This is an optimization exercise on Yosys and OpenROAD, whose aim is small area, not a production implementation.
RTL that was checked went through simulation tests only; none was proved equivalent to the original.
Function not checked in runs 1 and 3: the RTL went through the layout flow alone.
Power is estimated from default activity; no workload was simulated.

### flow/flow/run.sh
#!/bin/bash
# Own flow: the standard layout (standard.sh) with three changes:
#  - synthesis maps the logic with a stronger area-oriented ABC script
#    (flow/abc_area2.script); everything before ABC, including flip-flop mapping and
#    register names, is the standard synthesis;
#  - port buffers are the smallest buffer (every port still gets one);
#  - clock tree: clkbuf_8 only, sink clusters of at most 16 sinks within 60 um, and
#    no dummy loads.
set -euo pipefail
W=$(pwd)
SCRIPT="$W/flow/abc_area2.script"
# my_synth.tcl = synth_recipe.tcl plus a wrapper for abc that swaps in our script
{
  head -n 1 synth_recipe.tcl
  echo "proc abc {args} { set i [lsearch -exact \$args -script]; if {\$i >= 0} { lset args [expr {\$i + 1}] {$SCRIPT} }; yosys abc {*}\$args }"
  tail -n +2 synth_recipe.tcl
} > my_synth.tcl
sed "s#SYNTH_SCRIPT=[^ ]*synth_recipe.tcl#SYNTH_SCRIPT=$W/my_synth.tcl#" standard.sh > my_standard.sh
grep -q "SYNTH_SCRIPT=$W/my_synth.tcl" my_standard.sh
export BUFFER_PORTS_ARGS="-buffer_cell sky130_fd_sc_hd__buf_1"
export CTS_ARGS="-sink_clustering_enable -repair_clock_nets -dont_use_dummy_load -buf_list sky130_fd_sc_hd__clkbuf_8 -sink_clustering_size 16 -sink_clustering_max_diameter 60"
bash my_standard.sh > "$W/standard_flow.log" 2>&1
### flow/flow/abc_area2.script
strash
balance; rewrite; refactor; balance; rewrite; rewrite -z; balance; refactor -z; rewrite -z; balance
balance; rewrite; refactor; balance; rewrite; rewrite -z; balance; refactor -z; rewrite -z; balance
dch -f
amap
topo
stime -c
dnsize -c
### flow/standard.sh
#!/bin/bash
# synth_recipe.tcl (not shown) runs the flow's synth.tcl, then flattens the netlist and writes it again
# the make line also repeats each setting of config.mk as NAME=value (left out here)
make -C /OpenROAD-flow-scripts/flow DESIGN_CONFIG=/design/flow/config.mk WORK_HOME=/design/flow/orfs CLKGATE_MAP_FILE= SYNTH_SCRIPT=/design/flow/synth_recipe.tcl "${@:-finish}"
### flow/config.mk
export PLATFORM = sky130hd
export DESIGN_NAME = chi_aiu_occ_monitor
export DESIGN_NICKNAME = chi_aiu_occ_monitor
export VERILOG_FILES = /design/flow/design.v
export SDC_FILE = /design/flow/constraint.sdc
export NUM_CORES = 4
export LEC_CHECK = 0
export ABC_AREA = 1
export CAP_MARGIN = 20
export CORE_MARGIN = 2
export CORE_UTILIZATION = 35
export PLACE_DENSITY = 0.55
export SLEW_MARGIN = 20
### flow/constraint.sdc
create_clock -name core_clock -period 12.0 [get_ports {clk}]
set_input_delay 2.4000 -clock core_clock [delete_from_list [all_inputs] [get_ports {clk}]]
set_output_delay 2.4000 -clock core_clock [all_outputs]
set_load 0.01 [all_outputs]
### flow/design.v
module chi_aiu_occ_monitor #(
  parameter int N_OTT = 32,
  parameter int N_STT = 32,
  parameter int AGE_W = 16,
  localparam int OCW  = $clog2(N_OTT + 1),
  localparam int SCW  = $clog2(N_STT + 1),
  localparam int NMAX = (N_OTT > N_STT) ? N_OTT : N_STT,
  localparam int IW   = (NMAX > 1) ? $clog2(NMAX) : 1
) (
  input  logic             clk,
  input  logic             resetn,
  input  logic [N_OTT-1:0] ott_entry_validvec,
  input  logic [N_STT-1:0] stt_entry_validvec,
  input  logic             starv_mode,
  input  logic             clear,
  input  logic [AGE_W-1:0] timeout_thresh,
  output logic [OCW-1:0]   ott_count,
  output logic [SCW-1:0]   stt_count,
  output logic [OCW-1:0]   ott_hwm,
  output logic [SCW-1:0]   stt_hwm,
  output logic             ott_full,
  output logic             stt_full,
  output logic             timeout_err,
  output logic             timeout_is_stt,
  output logic [IW-1:0]    timeout_idx,
  output logic [7:0]       timeout_cnt,
  output logic [15:0]      starv_cycles,
  output logic [7:0]       starv_entries,
  output logic             dbg_starv_state
);
  localparam int NE = N_OTT + N_STT;
  localparam int SW = 17;
  localparam logic [SW-1:0] INV  = 17'ha954;   
  localparam logic [SW-1:0] KDET = 17'hc10;   
  function automatic logic [3:0] f_tgt_p(input logic [5:0] s);
    case (s)
      6'd0: f_tgt_p = 4'd8;
      6'd1: f_tgt_p = 4'd0;
      6'd2: f_tgt_p = 4'd1;
      6'd3: f_tgt_p = 4'd3;
      6'd4: f_tgt_p = 4'd7;
      6'd5: f_tgt_p = 4'd14;
      6'd6: f_tgt_p = 4'd13;
      6'd7: f_tgt_p = 4'd11;
      6'd8: f_tgt_p = 4'd6;
      6'd9: f_tgt_p = 4'd12;
      6'd10: f_tgt_p = 4'd9;
      6'd11: f_tgt_p = 4'd2;
      6'd12: f_tgt_p = 4'd5;
      6'd13: f_tgt_p = 4'd10;
      6'd14: f_tgt_p = 4'd4;
      6'd15: f_tgt_p = 4'd8;
      6'd16: f_tgt_p = 4'd0;
      6'd17: f_tgt_p = 4'd1;
      6'd18: f_tgt_p = 4'd3;
      6'd19: f_tgt_p = 4'd7;
      6'd20: f_tgt_p = 4'd14;
      6'd21: f_tgt_p = 4'd13;
      6'd22: f_tgt_p = 4'd11;
      6'd23: f_tgt_p = 4'd6;
      6'd24: f_tgt_p = 4'd12;
      6'd25: f_tgt_p = 4'd9;
      6'd26: f_tgt_p = 4'd2;
      6'd27: f_tgt_p = 4'd5;
      6'd28: f_tgt_p = 4'd10;
      6'd29: f_tgt_p = 4'd4;
      6'd30: f_tgt_p = 4'd8;
      6'd31: f_tgt_p = 4'd0;
      6'd32: f_tgt_p = 4'd1;
      6'd33: f_tgt_p = 4'd3;
      6'd34: f_tgt_p = 4'd7;
      6'd35: f_tgt_p = 4'd14;
      6'd36: f_tgt_p = 4'd13;
      6'd37: f_tgt_p = 4'd11;
      6'd38: f_tgt_p = 4'd6;
      6'd39: f_tgt_p = 4'd12;
      6'd40: f_tgt_p = 4'd9;
      6'd41: f_tgt_p = 4'd2;
      6'd42: f_tgt_p = 4'd5;
      6'd43: f_tgt_p = 4'd10;
      6'd44: f_tgt_p = 4'd4;
      6'd45: f_tgt_p = 4'd8;
      6'd46: f_tgt_p = 4'd0;
      6'd47: f_tgt_p = 4'd1;
      6'd48: f_tgt_p = 4'd3;
      6'd49: f_tgt_p = 4'd7;
      6'd50: f_tgt_p = 4'd14;
      6'd51: f_tgt_p = 4'd13;
      6'd52: f_tgt_p = 4'd11;
      6'd53: f_tgt_p = 4'd6;
      6'd54: f_tgt_p = 4'd12;
      6'd55: f_tgt_p = 4'd9;
      6'd56: f_tgt_p = 4'd2;
      6'd57: f_tgt_p = 4'd5;
      6'd58: f_tgt_p = 4'd10;
      6'd59: f_tgt_p = 4'd4;
      6'd60: f_tgt_p = 4'd8;
      6'd61: f_tgt_p = 4'd0;
      6'd62: f_tgt_p = 4'd1;
      6'd63: f_tgt_p = 4'd3;
      default: f_tgt_p = '0;
    endcase
  endfunction
  function automatic logic [4:0] f_tgt_q(input logic [6:0] s);
    case (s)
      7'd0: f_tgt_q = 5'd16;
      7'd1: f_tgt_q = 5'd0;
      7'd2: f_tgt_q = 5'd1;
      7'd3: f_tgt_q = 5'd3;
      7'd4: f_tgt_q = 5'd7;
      7'd5: f_tgt_q = 5'd14;
      7'd6: f_tgt_q = 5'd28;
      7'd7: f_tgt_q = 5'd25;
      7'd8: f_tgt_q = 5'd18;
      7'd9: f_tgt_q = 5'd4;
      7'd10: f_tgt_q = 5'd8;
      7'd11: f_tgt_q = 5'd17;
      7'd12: f_tgt_q = 5'd2;
      7'd13: f_tgt_q = 5'd5;
      7'd14: f_tgt_q = 5'd10;
      7'd15: f_tgt_q = 5'd21;
      7'd16: f_tgt_q = 5'd11;
      7'd17: f_tgt_q = 5'd23;
      7'd18: f_tgt_q = 5'd15;
      7'd19: f_tgt_q = 5'd30;
      7'd20: f_tgt_q = 5'd29;
      7'd21: f_tgt_q = 5'd27;
      7'd22: f_tgt_q = 5'd22;
      7'd23: f_tgt_q = 5'd13;
      7'd24: f_tgt_q = 5'd26;
      7'd25: f_tgt_q = 5'd20;
      7'd26: f_tgt_q = 5'd9;
      7'd27: f_tgt_q = 5'd19;
      7'd28: f_tgt_q = 5'd6;
      7'd29: f_tgt_q = 5'd12;
      7'd30: f_tgt_q = 5'd24;
      7'd31: f_tgt_q = 5'd16;
      7'd32: f_tgt_q = 5'd0;
      7'd33: f_tgt_q = 5'd1;
      7'd34: f_tgt_q = 5'd3;
      7'd35: f_tgt_q = 5'd7;
      7'd36: f_tgt_q = 5'd14;
      7'd37: f_tgt_q = 5'd28;
      7'd38: f_tgt_q = 5'd25;
      7'd39: f_tgt_q = 5'd18;
      7'd40: f_tgt_q = 5'd4;
      7'd41: f_tgt_q = 5'd8;
      7'd42: f_tgt_q = 5'd17;
      7'd43: f_tgt_q = 5'd2;
      7'd44: f_tgt_q = 5'd5;
      7'd45: f_tgt_q = 5'd10;
      7'd46: f_tgt_q = 5'd21;
      7'd47: f_tgt_q = 5'd11;
      7'd48: f_tgt_q = 5'd23;
      7'd49: f_tgt_q = 5'd15;
      7'd50: f_tgt_q = 5'd30;
      7'd51: f_tgt_q = 5'd29;
      7'd52: f_tgt_q = 5'd27;
      7'd53: f_tgt_q = 5'd22;
      7'd54: f_tgt_q = 5'd13;
      7'd55: f_tgt_q = 5'd26;
      7'd56: f_tgt_q = 5'd20;
      7'd57: f_tgt_q = 5'd9;
      7'd58: f_tgt_q = 5'd19;
      7'd59: f_tgt_q = 5'd6;
      7'd60: f_tgt_q = 5'd12;
      7'd61: f_tgt_q = 5'd24;
      7'd62: f_tgt_q = 5'd16;
      7'd63: f_tgt_q = 5'd0;
      7'd64: f_tgt_q = 5'd1;
      7'd65: f_tgt_q = 5'd3;
      7'd66: f_tgt_q = 5'd7;
      7'd67: f_tgt_q = 5'd14;
      7'd68: f_tgt_q = 5'd28;
      7'd69: f_tgt_q = 5'd25;
      7'd70: f_tgt_q = 5'd18;
      7'd71: f_tgt_q = 5'd4;
      7'd72: f_tgt_q = 5'd8;
      7'd73: f_tgt_q = 5'd17;
      7'd74: f_tgt_q = 5'd2;
      7'd75: f_tgt_q = 5'd5;
      7'd76: f_tgt_q = 5'd10;
      7'd77: f_tgt_q = 5'd21;
      7'd78: f_tgt_q = 5'd11;
      7'd79: f_tgt_q = 5'd23;
      7'd80: f_tgt_q = 5'd15;
      7'd81: f_tgt_q = 5'd30;
      7'd82: f_tgt_q = 5'd29;
      7'd83: f_tgt_q = 5'd27;
      7'd84: f_tgt_q = 5'd22;
      7'd85: f_tgt_q = 5'd13;
      7'd86: f_tgt_q = 5'd26;
      7'd87: f_tgt_q = 5'd20;
      7'd88: f_tgt_q = 5'd9;
      7'd89: f_tgt_q = 5'd19;
      7'd90: f_tgt_q = 5'd6;
      7'd91: f_tgt_q = 5'd12;
      7'd92: f_tgt_q = 5'd24;
      7'd93: f_tgt_q = 5'd16;
      7'd94: f_tgt_q = 5'd0;
      7'd95: f_tgt_q = 5'd1;
      7'd96: f_tgt_q = 5'd3;
      7'd97: f_tgt_q = 5'd7;
      7'd98: f_tgt_q = 5'd14;
      7'd99: f_tgt_q = 5'd28;
      7'd100: f_tgt_q = 5'd25;
      7'd101: f_tgt_q = 5'd18;
      7'd102: f_tgt_q = 5'd4;
      7'd103: f_tgt_q = 5'd8;
      7'd104: f_tgt_q = 5'd17;
      7'd105: f_tgt_q = 5'd2;
      7'd106: f_tgt_q = 5'd5;
      7'd107: f_tgt_q = 5'd10;
      7'd108: f_tgt_q = 5'd21;
      7'd109: f_tgt_q = 5'd11;
      7'd110: f_tgt_q = 5'd23;
      7'd111: f_tgt_q = 5'd15;
      7'd112: f_tgt_q = 5'd30;
      7'd113: f_tgt_q = 5'd29;
      7'd114: f_tgt_q = 5'd27;
      7'd115: f_tgt_q = 5'd22;
      7'd116: f_tgt_q = 5'd13;
      7'd117: f_tgt_q = 5'd26;
      7'd118: f_tgt_q = 5'd20;
      7'd119: f_tgt_q = 5'd9;
      7'd120: f_tgt_q = 5'd19;
      7'd121: f_tgt_q = 5'd6;
      7'd122: f_tgt_q = 5'd12;
      7'd123: f_tgt_q = 5'd24;
      7'd124: f_tgt_q = 5'd16;
      7'd125: f_tgt_q = 5'd0;
      7'd126: f_tgt_q = 5'd1;
      7'd127: f_tgt_q = 5'd3;
      default: f_tgt_q = '0;
    endcase
  endfunction
  function automatic logic [6:0] f_r_u(input logic [4:0] s);
    case (s)
      5'd0: f_r_u = 7'd63;
      5'd1: f_r_u = 7'd127;
      5'd2: f_r_u = 7'd126;
      5'd3: f_r_u = 7'd124;
      5'd4: f_r_u = 7'd120;
      5'd5: f_r_u = 7'd112;
      5'd6: f_r_u = 7'd96;
      5'd7: f_r_u = 7'd64;
      5'd8: f_r_u = 7'd1;
      5'd9: f_r_u = 7'd2;
      5'd10: f_r_u = 7'd4;
      5'd11: f_r_u = 7'd8;
      5'd12: f_r_u = 7'd16;
      5'd13: f_r_u = 7'd32;
      5'd14: f_r_u = 7'd65;
      5'd15: f_r_u = 7'd3;
      5'd16: f_r_u = 7'd127;
      5'd17: f_r_u = 7'd126;
      5'd18: f_r_u = 7'd124;
      5'd19: f_r_u = 7'd120;
      5'd20: f_r_u = 7'd112;
      5'd21: f_r_u = 7'd96;
      5'd22: f_r_u = 7'd64;
      5'd23: f_r_u = 7'd1;
      5'd24: f_r_u = 7'd2;
      5'd25: f_r_u = 7'd4;
      5'd26: f_r_u = 7'd8;
      5'd27: f_r_u = 7'd16;
      5'd28: f_r_u = 7'd32;
      5'd29: f_r_u = 7'd65;
      5'd30: f_r_u = 7'd3;
      5'd31: f_r_u = 7'd6;
      default: f_r_u = '0;
    endcase
  endfunction
  function automatic logic [6:0] f_r_row0(input logic [2:0] h);
    case (h)
      3'd0: f_r_row0 = 7'b0000001;
      3'd1: f_r_row0 = 7'b0111100;
      3'd2: f_r_row0 = 7'b1011100;
      3'd3: f_r_row0 = 7'b1000010;
      3'd4: f_r_row0 = 7'b1101100;
      3'd5: f_r_row0 = 7'b1001101;
      3'd6: f_r_row0 = 7'b1111011;
      3'd7: f_r_row0 = 7'b0111101;
      default: f_r_row0 = '0;
    endcase
  endfunction
  function automatic logic [6:0] f_r_row1(input logic [2:0] h);
    case (h)
      3'd0: f_r_row1 = 7'b0000010;
      3'd1: f_r_row1 = 7'b1111000;
      3'd2: f_r_row1 = 7'b1111001;
      3'd3: f_r_row1 = 7'b1000101;
      3'd4: f_r_row1 = 7'b0011001;
      3'd5: f_r_row1 = 7'b1011011;
      3'd6: f_r_row1 = 7'b0110111;
      3'd7: f_r_row1 = 7'b1111010;
      default: f_r_row1 = '0;
    endcase
  endfunction
  function automatic logic [6:0] f_r_row2(input logic [2:0] h);
    case (h)
      3'd0: f_r_row2 = 7'b0000100;
      3'd1: f_r_row2 = 7'b0110001;
      3'd2: f_r_row2 = 7'b0110011;
      3'd3: f_r_row2 = 7'b1001011;
      3'd4: f_r_row2 = 7'b0110010;
      3'd5: f_r_row2 = 7'b1110111;
      3'd6: f_r_row2 = 7'b1101110;
      3'd7: f_r_row2 = 7'b0110101;
      default: f_r_row2 = '0;
    endcase
  endfunction
  function automatic logic [6:0] f_r_row3(input logic [2:0] h);
    case (h)
      3'd0: f_r_row3 = 7'b0001000;
      3'd1: f_r_row3 = 7'b1100010;
      3'd2: f_r_row3 = 7'b1100110;
      3'd3: f_r_row3 = 7'b1010111;
      3'd4: f_r_row3 = 7'b1100100;
      3'd5: f_r_row3 = 7'b0101111;
      3'd6: f_r_row3 = 7'b0011101;
      3'd7: f_r_row3 = 7'b1101010;
      default: f_r_row3 = '0;
    endcase
  endfunction
  function automatic logic [6:0] f_r_row4(input logic [2:0] h);
    case (h)
      3'd0: f_r_row4 = 7'b0010000;
      3'd1: f_r_row4 = 7'b0000101;
      3'd2: f_r_row4 = 7'b0001101;
      3'd3: f_r_row4 = 7'b1101111;
      3'd4: f_r_row4 = 7'b0001001;
      3'd5: f_r_row4 = 7'b1011110;
      3'd6: f_r_row4 = 7'b0111010;
      3'd7: f_r_row4 = 7'b0010101;
      default: f_r_row4 = '0;
    endcase
  endfunction
  function automatic logic [6:0] f_r_row5(input logic [2:0] h);
    case (h)
      3'd0: f_r_row5 = 7'b0100000;
      3'd1: f_r_row5 = 7'b0001010;
      3'd2: f_r_row5 = 7'b0011010;
      3'd3: f_r_row5 = 7'b0011111;
      3'd4: f_r_row5 = 7'b0010010;
      3'd5: f_r_row5 = 7'b1111101;
      3'd6: f_r_row5 = 7'b1110100;
      3'd7: f_r_row5 = 7'b0101010;
      default: f_r_row5 = '0;
    endcase
  endfunction
  function automatic logic [6:0] f_r_row6(input logic [2:0] h);
    case (h)
      3'd0: f_r_row6 = 7'b1000000;
      3'd1: f_r_row6 = 7'b0010100;
      3'd2: f_r_row6 = 7'b0110100;
      3'd3: f_r_row6 = 7'b0111110;
      3'd4: f_r_row6 = 7'b0100100;
      3'd5: f_r_row6 = 7'b0111011;
      3'd6: f_r_row6 = 7'b0101001;
      3'd7: f_r_row6 = 7'b1010100;
      default: f_r_row6 = '0;
    endcase
  endfunction
  function automatic logic [SW-1:0] f_step(input logic [SW-1:0] s, input logic lock);
    logic [SW-1:0] n;
    n[0]     = ~s[0];
    n[4:1]   = lock ? 4'hF : {s[3:1], ~(s[4] ^ s[3])};
    n[9:5]   = {s[8:5], ~(s[9] ^ s[7])};
    n[16:10] = {s[15:10], ~(s[16] ^ s[15])};
    f_step = n;
  endfunction
  logic [NE-1:0]    w_v;
  logic [SW-1:0]    r_st [NE];
  logic [SW-1:0]    w_nst [NE];
  logic [15:0]      r_gage;
  logic [SW-1:0]    w_tgt;
  logic [5:0]       w_sum15;
  logic [6:0]       w_sum31;
  logic [8:0]       w_sum127a;
  logic [7:0]       w_sum127;
  logic [6:0]       w_r_u, w_r_y;
  logic             w_thr_nz, w_fresh_hit;
  logic [NE-1:0]    w_evt;
  logic [OCW-1:0]   r_ott_count, r_ott_hwm, w_ott_pop;
  logic [SCW-1:0]   r_stt_count, r_stt_hwm, w_stt_pop;
  logic             r_ott_full, r_stt_full;
  logic             w_any_evt, w_cap_stt;
  logic [IW-1:0]    w_cap_idx;
  logic             r_tmo_err, r_tmo_is_stt;
  logic [IW-1:0]    r_tmo_idx;
  logic [7:0]       r_tmo_cnt;
  assign w_v = {stt_entry_validvec, ott_entry_validvec};
  assign w_thr_nz  = (timeout_thresh != '0);
  assign w_sum15   = 6'(timeout_thresh[3:0]) + 6'(timeout_thresh[7:4]) +
                     6'(timeout_thresh[11:8]) + 6'(timeout_thresh[15:12]);
  assign w_sum31   = 7'(timeout_thresh[4:0]) + 7'(timeout_thresh[9:5]) +
                     7'(timeout_thresh[14:10]) + 7'(timeout_thresh[15]);
  assign w_sum127a = 9'(timeout_thresh[6:0]) + 9'(timeout_thresh[13:7]) +
                     9'(timeout_thresh[15:14]);
  assign w_sum127  = 8'(w_sum127a[6:0]) + 8'(w_sum127a[8:7]);
  always_comb begin
    w_tgt[0]     = ~timeout_thresh[0];
    w_tgt[4:1]   = f_tgt_p(w_sum15);
    w_tgt[9:5]   = w_thr_nz ? f_tgt_q(w_sum31) : 5'h1F;
    w_r_u        = f_r_u({w_sum127[7], w_sum127[3:0]});
    w_r_y[0]     = ^(f_r_row0(w_sum127[6:4]) & w_r_u);
    w_r_y[1]     = ^(f_r_row1(w_sum127[6:4]) & w_r_u);
    w_r_y[2]     = ^(f_r_row2(w_sum127[6:4]) & w_r_u);
    w_r_y[3]     = ^(f_r_row3(w_sum127[6:4]) & w_r_u);
    w_r_y[4]     = ^(f_r_row4(w_sum127[6:4]) & w_r_u);
    w_r_y[5]     = ^(f_r_row5(w_sum127[6:4]) & w_r_u);
    w_r_y[6]     = ^(f_r_row6(w_sum127[6:4]) & w_r_u);
    w_tgt[16:10] = ~w_r_y;
  end
  assign w_fresh_hit = ({1'b0, r_gage} + 17'd1) == {1'b0, timeout_thresh};
  always_ff @(posedge clk or negedge resetn) begin
    if (!resetn) r_gage <= '0;
    else if (r_gage != '1) r_gage <= r_gage + 16'd1;
  end
  always_comb begin
    for (int i = 0; i < NE; i++)
      w_nst[i] = w_v[i] ? (f_step(r_st[i] ^ INV, (r_st[i] ^ INV) == KDET) ^ INV) : INV;
  end
  always_ff @(posedge clk or negedge resetn) begin
    if (!resetn) begin
      for (int i = 0; i < NE; i++) r_st[i][4:1] <= 4'hF ^ INV[4:1];
    end else begin
      for (int i = 0; i < NE; i++) r_st[i][4:1] <= w_nst[i][4:1];
    end
  end
  always_ff @(posedge clk) begin
    for (int i = 0; i < NE; i++) begin
      r_st[i][0]     <= w_nst[i][0];
      r_st[i][SW-1:5] <= w_nst[i][SW-1:5];
    end
  end
  always_comb begin
    for (int i = 0; i < NE; i++)
      w_evt[i] = w_v[i] && (((r_st[i][4:1] ^ INV[4:1]) == 4'hF) ? w_fresh_hit :
                            (r_st[i] == (w_tgt ^ INV)));
    w_any_evt = |w_evt;
  end
  always_comb begin
    w_ott_pop = '0;
    for (int i = 0; i < N_OTT; i++) w_ott_pop = w_ott_pop + OCW'(ott_entry_validvec[i]);
    w_stt_pop = '0;
    for (int i = 0; i < N_STT; i++) w_stt_pop = w_stt_pop + SCW'(stt_entry_validvec[i]);
  end
  always_comb begin
    w_cap_stt = 1'b0;
    w_cap_idx = '0;
    for (int i = N_STT - 1; i >= 0; i--)
      if (w_evt[N_OTT + i]) begin
        w_cap_stt = 1'b1;
        w_cap_idx = IW'(i);
      end
    for (int i = N_OTT - 1; i >= 0; i--)
      if (w_evt[i]) begin
        w_cap_stt = 1'b0;
        w_cap_idx = IW'(i);
      end
  end
  always_ff @(posedge clk or negedge resetn) begin
    if (!resetn) begin
      r_ott_count  <= '0;
      r_stt_count  <= '0;
      r_ott_full   <= 1'b0;
      r_stt_full   <= 1'b0;
      r_ott_hwm    <= '0;
      r_stt_hwm    <= '0;
      r_tmo_err    <= 1'b0;
      r_tmo_is_stt <= 1'b0;
      r_tmo_idx    <= '0;
      r_tmo_cnt    <= '0;
    end else begin
      r_ott_count <= w_ott_pop;
      r_stt_count <= w_stt_pop;
      r_ott_full  <= &ott_entry_validvec;
      r_stt_full  <= &stt_entry_validvec;
      if (clear) begin
        r_ott_hwm    <= '0;
        r_stt_hwm    <= '0;
        r_tmo_err    <= 1'b0;
        r_tmo_is_stt <= 1'b0;
        r_tmo_idx    <= '0;
        r_tmo_cnt    <= '0;
      end else begin
        if (w_ott_pop > r_ott_hwm) r_ott_hwm <= w_ott_pop;
        if (w_stt_pop > r_stt_hwm) r_stt_hwm <= w_stt_pop;
        if (w_any_evt && !r_tmo_err) begin
          r_tmo_err    <= 1'b1;
          r_tmo_is_stt <= w_cap_stt;
          r_tmo_idx    <= w_cap_idx;
        end
        if (w_any_evt && (r_tmo_cnt != 8'hFF)) r_tmo_cnt <= r_tmo_cnt + 8'd1;
      end
    end
  end
  assign ott_count      = r_ott_count;
  assign stt_count      = r_stt_count;
  assign ott_hwm        = r_ott_hwm;
  assign stt_hwm        = r_stt_hwm;
  assign ott_full       = r_ott_full;
  assign stt_full       = r_stt_full;
  assign timeout_err    = r_tmo_err;
  assign timeout_is_stt = r_tmo_is_stt;
  assign timeout_idx    = r_tmo_idx;
  assign timeout_cnt    = r_tmo_cnt;
  typedef enum logic {ST_IDLE = 1'b0, ST_STARVED = 1'b1} starv_state_t;
  starv_state_t r_starv_state;
  logic [15:0]  r_starv_cycles;
  logic [7:0]   r_starv_entries;
  always_ff @(posedge clk or negedge resetn) begin
    if (!resetn) begin
      r_starv_state   <= ST_IDLE;
      r_starv_cycles  <= '0;
      r_starv_entries <= '0;
    end else begin
      case (r_starv_state)
        ST_IDLE:    if (starv_mode)  r_starv_state <= ST_STARVED;
        ST_STARVED: if (!starv_mode) r_starv_state <= ST_IDLE;
        default:                     r_starv_state <= ST_IDLE;
      endcase
      if (clear) begin
        r_starv_cycles  <= '0;
        r_starv_entries <= '0;
      end else begin
        if ((r_starv_state == ST_IDLE) && starv_mode && (r_starv_entries != 8'hFF))
          r_starv_entries <= r_starv_entries + 8'd1;
        if ((r_starv_state == ST_STARVED) && (r_starv_cycles != 16'hFFFF))
          r_starv_cycles <= r_starv_cycles + 16'd1;
      end
    end
  end
  assign starv_cycles    = r_starv_cycles;
  assign starv_entries   = r_starv_entries;
  assign dbg_starv_state = r_starv_state;
endmodule
==> out/metrics.csv, run 1 <==
stage,metric,value,unit
place,placedCellCount,9145,
pwr,p_comb_frac,0.627,
die,rows,145,
synth,yosysTopAreaCell,dfxtp_1,
synth,synthArstFlopShare,0.2889,
clock_tree,h-tree-depth,3,
layout,layout_commonest_cell,nor2_1,
timing,period_share,1.032,
pwr,leakagePower,24.05,nW
pwr,switching_power,0.008963,W
layout,final_area,63870,um^2
timing,setup_slack,-380.9,ps
routing,wirelength,205700,um
setup_path,crit_type,in2reg,
synth,synth_cells,6536,
timing,slew_headroom,0.3134,
synth,synth_edf_count,0,
layout,drive_above_1_share,0.1080,
synth,yosys.area.top_type_share,0.3018,
global_routing,grt_pass1_wl,311800,um
die,core_area,156400,um^2
place,dp_hpwl,140900,um
routing,drt_pre_antenna_iters,9,
pwr,power.total,0.01737,W
setup_path,arrival,13180,ps
routing,drc_errors,0,
setup_path,cpMostUsedCell,nor2_1,
die,die_area,160900,um^2
clock_tree,root_buffer,clkbuf_8,
clock_tree,clkSinkCount,1170,
timing,fmax,80.77,MHz
routing,wire_per_inst,22.18,um
place,placed_cell_area,61920,um^2
timing,period_needed,12380,ps
timing,holdWs,348.2,ps
clock_tree,numCtsBuffers,114,
global_routing,antenna_found_initial,10,
timing,worst_pin_slew,1030,ps
synth,synthesis.area,55190,um^2
die,die_w,401.1,um
timing,setup_viol,1,
setup_path,cp-end-kind,register,
clock_tree,clk_path_buf_depth,3,
clock_tree,cts.reportedPaths.clkPinSlew,100,ps
setup_path,path_max_fanout,7,
synth,synth_ff_type,dfxtp_1,
layout,final_cells,9274,
global_routing,grt_usage,0.2478,
status,failed_checks,negative setup slack,
place,gp_congestion,0.9191,
synth,synth_nets,6833,
clock_tree,cts_tree,yes,
job,cap_viol_max_count,0,
synth,yosys_warnings,3,
pwr,irDropWorstVdd,0.0003683,V
clock_tree,clock_latency,880,ps
pwr,switching_share,0.5160,
global_routing,grt_pass1_vias,51160,
timing,skew,95.74,ps
pwr,cell_internal_pwr,0.008407,W
place,dp_slack,-1553,ps
pwr,seqPwrFrac,0.248,
setup_path,critPathMaxStageDelay,600,ps
layout,syn2layout_area_growth,15.74,%
synth,ys_seq_area_frac,0.4580,
die,io_pins,150,
setup_path,cp.required,12800,ps
synth,ys_ff_latch,1170,
synth,synth_area_leaders,"dfxtp_1 30%, dfrtp_1 9.5%, nor2_1 7.5%",
synth,postSynthAreaPerCell,8.443,um^2
routing,antenna_left,0,
timing,slew_violations,0,
layout,fill_cells,15860,
pwr,clockPowerShare,0.125,
routing,vias,53830,
status,outcome,failed layout checks,
layout,nets,7511,
hold_path,hold_path_class,reg2reg,
setup_path,crit_path_start_kind,input pin,
timing,rsz0062_at_grt,true,
pwr,powerDensity,272.0,nW/um^2
layout,final_cell_mix,"1,089 x nor2_1, 882 x clkinv_1, 832 x dfxtp_1",
global_routing,grt_max_degree,134,
routing,via_per_inst,5.804,
setup_path,crit_path_top_delay_cell,fa_2,
place,portBuffers,149,
timing,hold_violations,0,
routing,drtIter0Drc,5093,
global_routing,grt-ovfl-total,0,
clock_tree,hold_buffers,0,
die,die_h,401.1,um
die,start_util,0.3529,
synth,yosys.cell_types.count,62,
[cell usage after synthesis, types with 128 or more instances]
library cell,instances
dfxtp_1,832
o22ai_1,369
ha_1,147
dfrtp_1,210
o21ai_0,296
nand2_1,589
nor3_1,137
a22oi_1,154
a21oi_1,363
dfstp_2,128
nor2_1,1104
nand4_1,179
clkinv_1,909
[metal layers]
metal  part of all wire  GRT usage
met3              0.076    0.03812
met4              0.035    0.09215
met2               0.45     0.4002
met5            0.00032          0
met1               0.44     0.3342
[state kept, by name, summed over array words and instances (netlist names)]
signal,count
r_gage,16
r_ott_count,6
r_ott_full,1
r_ott_hwm,6
r_st,1088
r_starv_cycles,16
r_starv_entries,8
r_starv_state,1
r_stt_count,6
r_stt_full,1
r_stt_hwm,6
r_tmo_cnt,8
r_tmo_err,1
r_tmo_idx,5
r_tmo_is_stt,1
[worst max-delay path: cells and delay by family]
family / cells / cell delay [ps]
adders and majority gates: 5 / 1850
buffers and inverters: 12 / 1440
and+or+nand+nor: 63 / 5510
AOI/OAI and AO/OA: 15 / 1950
[cells by family (layout without fill, tap and decap cells)]
kind of cell	count (synthesis)	after routing	synth area share
adders and majority gates	213	213	0.05727
buffers and inverters	909	1585	0.06183
DFF	1170	1170	0.4580
and+or+nand+nor	2330	2330	0.1854
other	0	4	0
AOI/OAI and AO/OA	1914	1914	0.2375
[cell type report]
type	instances	area, um^2	area share
multi-input cells	4457	27100	0.4243
flip-flops and latches	1170	25270	0.3957
repair buffers	562	3847	0.06024
inverters	909	3495	0.05471
well taps	2058	2575	0.04031
clock buffers	114	1569	0.02456
diodes	4	10.01	0.0001567
[per-stage QoR]
step | util | setup TNS, ps
2_1_floorplan | - | -980.6
3_3_place_gp | 0.3959 | -1997
3_5_place_dp | 0.3959 | -2027
4_1_cts | 0.4076 | -283.9
5_1_grt | 0.4084 | -1389
6_report | 0.4084 | -380.9
[power by group through the flow]
stage	combinational (W)	sequential [W]	clock [W]
floorplan	0.00539	0.00435	0
global placement	0.0104	0.00439	0
detailed placement	0.0105	0.00439	0
CTS	0.0106	0.00430	0.00225
global route	0.0115	0.00434	0.00239
finish	0.0109	0.00431	0.00218
[timing repair]
action / in CTS / in global routing
setup endpoints to repair: 1 / 2
pin swaps: 33 / 27
setup buffers: 8 / 3
resized for setup: 53 / 33
[worst paths after layout]
path | start | to | slack, ps | cells after the start
min in group asynchronous | resetn | r_starv_entries[4] | 1590 | 1
max in group asynchronous | resetn | r_st[54][4] | 8260 | 3
worst max-delay path | timeout_thresh[15] | r_tmo_idx[0] | -380 | 95
worst max register to register | r_gage[0] | r_tmo_idx[0] | 2200 | 83
worst min register to register | r_st[63][14] | r_st[63][15] | 350 | 1
worst min-delay path | r_st[63][14] | r_st[63][15] | 350 | 1
==> run 2, diff against run 1 <==
--- a/flow/design.v
+++ b/flow/design.v
@@ -32,5 +32,5 @@
   localparam int SW = 17;
   localparam logic [SW-1:0] INV  = 17'ha954;   
-  localparam logic [SW-1:0] KDET = 17'hc10;   
+  localparam logic [SW-1:0] KDET = 17'ha954;   
   function automatic logic [3:0] f_tgt_p(input logic [5:0] s);
     case (s)
@@ -448,17 +448,18 @@
     for (int i = 0; i < N_STT; i++) w_stt_pop = w_stt_pop + SCW'(stt_entry_validvec[i]);
   end
+  logic [NE-1:0] w_pe_any;
+  logic [5:0]    w_pe_idx [NE];
   always_comb begin
-    w_cap_stt = 1'b0;
-    w_cap_idx = '0;
-    for (int i = N_STT - 1; i >= 0; i--)
-      if (w_evt[N_OTT + i]) begin
-        w_cap_stt = 1'b1;
-        w_cap_idx = IW'(i);
-      end
-    for (int i = N_OTT - 1; i >= 0; i--)
-      if (w_evt[i]) begin
-        w_cap_stt = 1'b0;
-        w_cap_idx = IW'(i);
+    for (int j = 0; j < NE; j++) begin
+      w_pe_any[j] = w_evt[j];
+      w_pe_idx[j] = '0;
+    end
+    for (int l = 0; l < 6; l++)
+      for (int j = 0; j < (NE >> (l + 1)); j++) begin
+        w_pe_idx[j] = w_pe_any[2*j] ? w_pe_idx[2*j] : (w_pe_idx[2*j+1] | (6'd1 << l));
+        w_pe_any[j] = w_pe_any[2*j] | w_pe_any[2*j+1];
       end
+    w_cap_stt = w_pe_idx[0][5];
+    w_cap_idx = w_pe_idx[0][IW-1:0];
   end
   always_ff @(posedge clk or negedge resetn) begin
--- a/flow/flow/abc_area2.script
+++ b/flow/flow/abc_area2.script
@@ -6,3 +6,5 @@
 topo
 stime -c
+buffer -c
+upsize -c
 dnsize -c
==> out/metrics.csv, run 2 <==
stage,metric,value,unit,change
status,outcome,no timing/DRC/antenna violations,,
global_routing,grt-ovfl-total,0,,unchanged
job,cap_viol_max_count,0,,unchanged
clock_tree,clock_latency,870,ps,about the same
die,die_area,165100,um^2,+2.6%
global_routing,grt_pass1_vias,49520,,-3.2%
pwr,seqPwrFrac,0.263,,+0.015
pwr,powerDensity,268.5,nW/um^2,-1.3%
synth,yosys_warnings,4,,+1
pwr,leakagePower,24.29,nW,+1.0%
synth,synthTopCellsByCount,"1,111 x nor2_1, 832 x dfxtp_1, 818 x inv_1, 474 x nand2_1, 366 x o22ai_1",,
clock_tree,numCtsBuffers,108,,-5.3%
timing,skew,106.5,ps,+10.72 ps
timing,setup_viol,0,,-1
timing,period_share,0.9149,,-0.1168
pwr,switching_power,0.008632,W,-3.7%
setup_path,cp_num_buf_inv,6,,-6
pwr,irDropWorstVdd,0.0004128,V,+12%
place,portBuffers,149,,unchanged
clock_tree,cts_tree,yes,,
synth,synth_cells,6753,,+3.3%
die,die_w,406.4,um,+1.3%
place,dp_hpwl,131500,um,-6.7%
timing,rsz0062_at_grt,false,,
synth,synth_ff_type,dfxtp_1,,
clock_tree,cts.reportedPaths.clkPinSlew,100,ps,about the same
clock_tree,h-tree-depth,3,,unchanged
pwr,switching_share,0.5274,,+0.01141
die,die_h,406.4,um,+1.3%
pwr,cell_internal_pwr,0.007735,W,-8.0%
global_routing,antenna_found_initial,21,,+11
pwr,clockPowerShare,0.130,,+0.005
global_routing,grt_max_degree,125,,-6.7%
routing,drc_errors,0,,unchanged
clock_tree,clk_path_buf_depth,3,,unchanged
routing,via_per_inst,5.808,,about the same
die,start_util,0.3525,,-0.0003959
routing,vias,51890,,-3.6%
hold_path,hold_path_class,reg2reg,,
timing,period_needed,10980,ps,-1402 ps
pwr,p_comb_frac,0.606,,-0.021
layout,fin_util,0.3792,,-0.02922
synth,synthesis.area,56660,um^2,+2.7%
synth,synth_nets,7050,,+3.2%
routing,wire_per_inst,22.36,um,+0.80%
setup_path,cpMostUsedCell,nor2_1,,
routing,drtIter0Drc,5956,,+17%
die,core_area,160800,um^2,+2.8%
routing,antenna_left,0,,unchanged
clock_tree,clkSinkCount,1170,,unchanged
setup_path,crit_path_start_kind,input pin,,
place,placed_cell_area,59460,um^2,-4.0%
layout,layout_commonest_cell,nor2_1,,
layout,nets,7067,,-5.9%
synth,synth_area_leaders,"dfxtp_1 29%, dfrtp_1 9.3%, nor2_1 7.4%",,
setup_path,cp.required,12770,ps,-30 ps
synth,yosys.cell_types.count,89,,+44%
clock_tree,root_buffer,clkbuf_8,,
setup_path,path_max_fanout,45,,+38
layout,largest_reg_flops,1088,,unchanged
synth,synthArstFlopShare,0.2889,,unchanged
layout,syn2layout_area_growth,7.581,%,
routing,wirelength,199800,um,-2.9%
layout,top_regs,"r_st x1088, r_gage x16, r_starv_cycles x16",,
setup_path,crit_path_top_delay_cell,fa_1,,
layout,final_area,60960,um^2,-4.6%
layout,drive_above_1_share,0.07196,,-0.03606
timing,fmax,91.08,MHz,+13%
layout,final_cell_mix,"1,111 x nor2_1, 832 x dfxtp_1, 816 x inv_1",,
setup_path,critPathMaxStageDelay,630,ps,+30 ps
timing,hold_violations,0,,unchanged
clock_tree,ctsResizeCount,0,,-100%
timing,slew_headroom,0.3450,,+0.03162
place,gp_congestion,0.9126,,-0.71%
synth,synth_edf_count,0,,unchanged
setup_path,arrival,11750,ps,-1430 ps
clock_tree,hold_buffers,0,,unchanged
synth,yosysTopAreaCell,dfxtp_1,,
timing,slew_violations,0,,unchanged
die,io_pins,150,,unchanged
setup_path,crit_type,in2reg,,
timing,holdWs,325.9,ps,-22.30 ps
setup_path,cp-end-kind,register,,
setup_path,crit_family,simple AND/OR/NAND/NOR gates,,
synth,postSynthAreaPerCell,8.391,um^2,-0.62%
synth,ys_seq_area_frac,0.4460,,-0.01193
die,rows,147,,+1.4%
synth,yosysMostFrequentCell,nor2_1,,
timing,fin_setup_tns,0,ps,+380.9 ps
global_routing,grt_pass1_wl,301300,um,-3.4%
layout,fill_cells,16460,,+3.8%
synth,ys_ff_latch,1170,,unchanged
layout,top_register,r_st,,
global_routing,grt_usage,0.2360,,-0.01179
routing,drt_pre_antenna_iters,8,,-1
clock_tree,cts.repair_timing.setup_buffer_count,0,,-8
timing,worst_pin_slew,981.3,ps,-48.51 ps
synth,yosys.area.top_type_share,0.2939,,-0.007864
-- run 2: worst register-to-register path, delay by kind of cell (launching register included) --
family                     cells  cell delay [ps]
and+or+nand+nor               17             4000
buffers and inverters         12             2190
AOI/OAI and AO/OA              5              810
DFF                            1              400
adders and majority gates      1              200
-- run 2: routing by layer --
layer / global-route usage / wire length (um)
met3: 0.04645 / 16290
met1: 0.3074 / 83430
met5: 0 / 148
met4: 0.09149 / 8017
met2: 0.3845 / 91870
-- run 2: layout make-up --
cell class,instances,area (um^2),area share
Multi-Input combinational cell,4374,26600,0.4364
Sequential cell,1170,25270,0.4146
Antenna cell,6,15.01,0.0002463
Inverter,853,3257,0.05343
Timing Repair Buffer,263,1623,0.02662
Tap cell,2160,2703,0.04433
Clock buffer,108,1486,0.02438
-- run 2: final timing paths --
path	to	slack, ps	start	cells after the start
hold reg to reg	r_st[18][15]	330	r_st[18][14]	1
setup / recovery	r_tmo_idx[1]	1020	timeout_thresh[15]	47
hold / removal	r_st[18][15]	330	r_st[18][14]	1
setup reg to reg	r_tmo_cnt[6]	4290	r_gage[0]	35
max in group asynchronous	r_st[56][4]	8370	resetn	3
min in group asynchronous	r_ott_count[1]	1540	resetn	1
-- run 2: stage by stage --
step / total power [W] / setup slack [ps] / std cells
6_report: 0.01637 / 1021 / 8934
5_1_grt: 0.01720 / 461.7 / 8933
4_1_cts: 0.01625 / 1286 / 8928
3_5_place_dp: 0.01410 / 376.9 / 8820
3_3_place_gp: 0.01401 / 475.6 / 8820
2_1_floorplan: 0.01037 / 2412 / 6753
-- run 2: power by group through the flow --
stage	clock network [W]	logic, W	registers, W
after detailed placement	0	0.00971	0.00438
after floorplan	0	0.00601	0.00435
final	0.00213	0.00993	0.00431
after CTS	0.00220	0.00974	0.00430
after global placement	0	0.00962	0.00439
after global routing	0.00234	0.0105	0.00433
-- run 2: cells by family after synthesis --
family | synth area share
simple gates | 0.1821
buf+inv | 0.08744
compound gates | 0.2287
flops | 0.4460
fa+ha+maj | 0.05578
==> run 3, diff against run 2 <==
--- a/flow/design.v
+++ b/flow/design.v
@@ -436,8 +436,17 @@
     end
   end
+  logic [SW-1:0] w_tgs;
+  logic [SW-1:0] w_eqb [NE];
+  assign w_tgs = w_tgt ^ INV;
   always_comb begin
-    for (int i = 0; i < NE; i++)
-      w_evt[i] = w_v[i] && (((r_st[i][4:1] ^ INV[4:1]) == 4'hF) ? w_fresh_hit :
-                            (r_st[i] == (w_tgt ^ INV)));
+    for (int i = 0; i < NE; i++) begin
+      w_eqb[i] = ~(r_st[i] ^ w_tgs);
+      w_eqb[i][0] = (r_st[i][0] & w_tgs[0]) | (w_nst[i][0] & ~w_tgs[0]);
+      for (int j = 5; j < 9; j++)
+        w_eqb[i][j] = (r_st[i][j] & w_tgs[j]) | (w_nst[i][j+1] & ~w_tgs[j]);
+      for (int j = 10; j < 16; j++)
+        w_eqb[i][j] = (r_st[i][j] & w_tgs[j]) | (w_nst[i][j+1] & ~w_tgs[j]);
+      w_evt[i] = w_v[i] && (((r_st[i][4:1] ^ INV[4:1]) == 4'hF) ? w_fresh_hit : (&w_eqb[i]));
+    end
     w_any_evt = |w_evt;
   end
--- a/flow/flow/run.sh
+++ b/flow/flow/run.sh
@@ -6,5 +6,7 @@
 #  - port buffers are the smallest buffer (every port still gets one);
 #  - clock tree: clkbuf_8 only, sink clusters of at most 16 sinks within 60 um, and
-#    no dummy loads.
+#    no dummy loads;
+#  - after global routing, cells on paths with slack to spare are downsized
+#    (RECOVER_POWER).
 set -euo pipefail
 W=$(pwd)
@@ -19,4 +21,5 @@
 grep -q "SYNTH_SCRIPT=$W/my_synth.tcl" my_standard.sh
 export BUFFER_PORTS_ARGS="-buffer_cell sky130_fd_sc_hd__buf_1"
+export RECOVER_POWER=100
 export CTS_ARGS="-sink_clustering_enable -repair_clock_nets -dont_use_dummy_load -buf_list sky130_fd_sc_hd__clkbuf_8 -sink_clustering_size 16 -sink_clustering_max_diameter 60"
 bash my_standard.sh > "$W/standard_flow.log" 2>&1
==> out/metrics.csv, run 3 <==
stage,metric,value,unit,change
setup_path,reg2regPathDepth,33,,-5.7%
synth,yosys.cell_types.count,93,,+4.5%
place,placedCellCount,8634,,-2.1%
clock_tree,clock_latency,890,ps,+20 ps
layout,final_cell_mix,"1,327 x nor2_1, 832 x dfxtp_1, 540 x inv_1",,
routing,drt_pre_antenna_iters,6,,-2
synth,synthSimpleGateAreaFrac,0.1982,,+0.01614
synth,postSynthAreaPerCell,8.367,um^2,-0.29%
timing,period_needed,10970,ps,-4.300 ps
setup_path,cp_num_buf_inv,7,,+1
status,failed_checks,"max-capacitance violations, max-slew violations",,
clock_tree,numCtsBuffers,107,,-0.93%
clock_tree,ctsResizeCount,0,,unchanged
die,core_area,158200,um^2,-1.6%
layout,largest_reg_flops,1088,,unchanged
layout,top_register,r_st,,
layout,final_cells,8746,,-2.1%
place,dp_hpwl,132700,um,+0.88%
pwr,powerDensity,287.6,nW/um^2,+7.1%
global_routing,antenna_found_initial,18,,-14%
pwr,p_comb_frac,0.626,,+0.020
synth,synthTopCellsByCount,"1,324 x nor2_1, 832 x dfxtp_1, 541 x inv_1, 509 x o22ai_1, 476 x nand2_1",,
pwr,clockPowerShare,0.124,,-0.006
global_routing,grt_pass1_vias,49600,,+0.16%
pwr,switching_share,0.5423,,+0.01485
layout,layout_commonest_cell,nor2_1,,
global_routing,grt-ovfl-total,0,,unchanged
die,io_pins,150,,unchanged
synth,synth_nets,6961,,-1.3%
die,start_util,0.3524,,about the same
setup_path,critPathMaxStageDelay,520,ps,-110 ps
synth,yosys_warnings,5,,+1
setup_path,path_max_fanout,26,,-42%
global_routing,grt_max_degree,72,,-42%
place,gp_congestion,0.8979,,-1.6%
setup_path,rrSetupSlack,4780,ps,+490 ps
routing,drc_errors,0,,unchanged
setup_path,crit_type,in2reg,,
timing,fmax,91.12,MHz,about the same
global_routing,grt_pass1_wl,308500,um,+2.4%
routing,wire_per_inst,23.61,um,+5.6%
synth,synth-adder-area-share,0.05692,,+0.001141
hold_path,hold_path_class,reg2reg,,
timing,skew,99.07,ps,-7.384 ps
die,die_area,162500,um^2,-1.6%
synth,ys_seq_area_frac,0.4534,,+0.007328
synth,yosysMostFrequentCell,nor2_1,,
setup_path,rr_endpoint,r_tmo_cnt[6],,
timing,slew_violations,379,,+379
timing,rsz0062_at_grt,false,,
routing,vias,52170,,+0.54%
clock_tree,cts_tree,yes,,
hold_path,hold_path_end,r_st[33][6],,
clock_tree,hold_buffers,0,,unchanged
synth,synth-xor-area-share,0,,unchanged
setup_path,cp-end-kind,register,,
clock_tree,clkSinkCount,1170,,unchanged
routing,antenna_left,0,,unchanged
clock_tree,cts.repair_timing.setup_buffer_count,0,,unchanged
timing,hold_violations,0,,unchanged
synth,yosys.area.top_type_share,0.2988,,+0.004829
hold_path,holdCritStartpoint,r_st[33][5],,
layout,top_regs,"r_st x1088, r_gage x16, r_starv_cycles x16",,
synth,ys_ff_latch,1170,,unchanged
clock_tree,clk_path_buf_depth,3,,unchanged
job,cap_viol_max_count,7,,+7
setup_path,startpoint,timeout_thresh[8],,
routing,drtIter0Drc,5890,,-1.1%
timing,period_share,0.9146,,about the same
setup_path,crit_path_start_kind,input pin,,
timing,setup_viol,0,,unchanged
timing,worst_pin_slew,3784,ps,+2802 ps
timing,fin_setup_tns,0,ps,unchanged
timing,slew_headroom,-1.522,,-1.867
die,rows,146,,-0.68%
synth,synth-compound-area-share,0.2216,,-0.007039
setup_path,crit_family,simple AND/OR/NAND/NOR gates,,
synth,synth_mux_area_frac,0,,unchanged
synth,synth_top_family_by_area,compound AO/OA/AOI/OAI gates,,
global_routing,grt_usage,0.2457,,+0.009689
synth,yosysTopAreaCell,dfxtp_1,,
place,portBuffers,149,,unchanged
setup_path,reg2reg_from,r_gage[0],,
layout,nets,6969,,-1.4%
pwr,leakagePower,22.83,nW,-6.0%
setup_path,cpMostUsedCell,nor2_1,,
pwr,seqPwrFrac,0.250,,-0.013
synth,synth_edf_count,0,,unchanged
synth,synth_area_leaders,"dfxtp_1 30%, dfrtp_1 9.4%, nor2_1 8.9%",,
layout,drive_above_1_share,0.06283,,-0.009128
clock_tree,h-tree-depth,3,,unchanged
clock_tree,cts.reportedPaths.clkPinSlew,100,ps,about the same
synth,synthArstFlopShare,0.2889,,unchanged
setup_path,arrival,11660,ps,-90 ps
die,die_h,403.1,um,-0.80%
status,outcome,failed layout checks,,
hold_path,hold_path_depth,1,,unchanged
routing,via_per_inst,5.965,,+2.7%
die,die_w,403.1,um,-0.80%
synth,synthesis.area,55750,um^2,-1.6%
layout,fin_util,0.3783,,-0.0009150
synth,synth_cells,6663,,-1.3%
synth,synth_ff_type,dfxtp_1,,
routing,wirelength,206500,um,+3.4%
pwr,switching_power,0.009334,W,+8.1%
layout,syn2layout_area_growth,7.350,%,
clock_tree,root_buffer,clkbuf_8,,
setup_path,cp.required,12690,ps,-80 ps
pwr,irDropWorstVdd,0.0004927,V,+19%
setup_path,crit_path_top_delay_cell,or4_1,,
pwr,cell_internal_pwr,0.007879,W,+1.9%
## run 3: worst max path at each step
stage / slack, ps / endpoint / cells after the start
3_5_place_dp: 490 / r_tmo_cnt[5] / 45
2_1_floorplan: 2510 / r_tmo_cnt[6] / 44
5_1_grt: 270 / r_tmo_cnt[5] / 45
4_1_cts: 1360 / r_tmo_cnt[5] / 45
6_report: 1030 / r_tmo_cnt[5] / 45
3_3_place_gp: 570 / r_tmo_cnt[5] / 45
## run 3: routing by layer
metal	vias to the layer above	GRT usage	wire (um)
met1	25200	0.3367	88810
li1	23870	-	-
met2	2617	0.3850	91360
met4	16	0.09863	8303
met3	463	0.04087	17900
met5	-	0	102
## run 3: power groups by stage
stage	Combinational, W	Clock [W]	Sequential, W
after floorplan	0.00623	0	0.00434
after global placement	0.0105	0	0.00437
after detailed placement	0.0105	0	0.00437
after CTS	0.0106	0.00220	0.00429
after global routing	0.0113	0.00234	0.00432
final	0.0108	0.00214	0.00430
## run 3: area by class of cell
cell class	instances	area (um^2)
fillers	16110	98350
multi-input cells	4564	26730
flip-flops and latches	1170	25270
well taps	2072	2592
inverters	578	2205
repair buffers	250	1562
clock buffers	107	1473
diodes	5	12.51
## run 3: cells by family after synthesis
| logic type | count (synthesis) |
|---|---|
| AOI/OAI and AO/OA | 1840 |
| and+or+nand+nor | 2510 |
| buffers and inverters | 929 |
| DFF | 1170 |
| adders and majority gates | 214 |
## run 3: worst reg2reg max path, delay by kind of cell, from the launching register on
family	cells	cell delay, ps
flip-flops	1	420
adder cells (fa/ha/maj)	1	190
buffers and inverters	10	1640
AO/OA/AOI/OAI	6	1270
AND/OR/NAND/NOR	16	3580
## run 3: metrics by stage
stage	worst slack, ps	hold WS [ps]	cell area (um^2)	power [W]
2_1_floorplan	2509	384.4	55750	0.01057
6_report	1025	382.3	59840	0.01721
3_3_place_gp	567.0	392.3	58480	0.01486
5_1_grt	271.0	377.4	59840	0.01797
4_1_cts	1358	374.1	59950	0.01706
3_5_place_dp	493.5	399.5	58480	0.01492

[separate check: timing with driven ports]
How much do the figures lean on ideal ports? The routed layouts below were timed once more, with nothing changed but the port constraints. Step 1: set_driving_cell puts a clkbuf_16 on clk and a buf_2 on each other input, an assumption about the parent block. Step 2, shift: input delay + t, output delay - t, t = (earliest + latest rising clock arrival at the registers) / 2. This alone moves slack from input paths to output paths. a / b / c = no drivers / after step 1 / after step 2; a / b = the first two.
run	t, ns	setup slack, ns	hold slack, ns	cell pins on the clock port's net
run 1	0.919	-0.381 / -0.413 / -1.332	0.348 / 0.348 / 0.348	1
run 2	0.912	1.021 / 1.071 / 0.159	0.326 / 0.326 / 0.326	1
run 3	0.910	1.025 / 1.078 / 0.167	0.382 / 0.382 / 0.382	1
The setup slack of run 1, which loses most, moves by -0.032 ns with the drivers and by -0.951 ns with both steps.
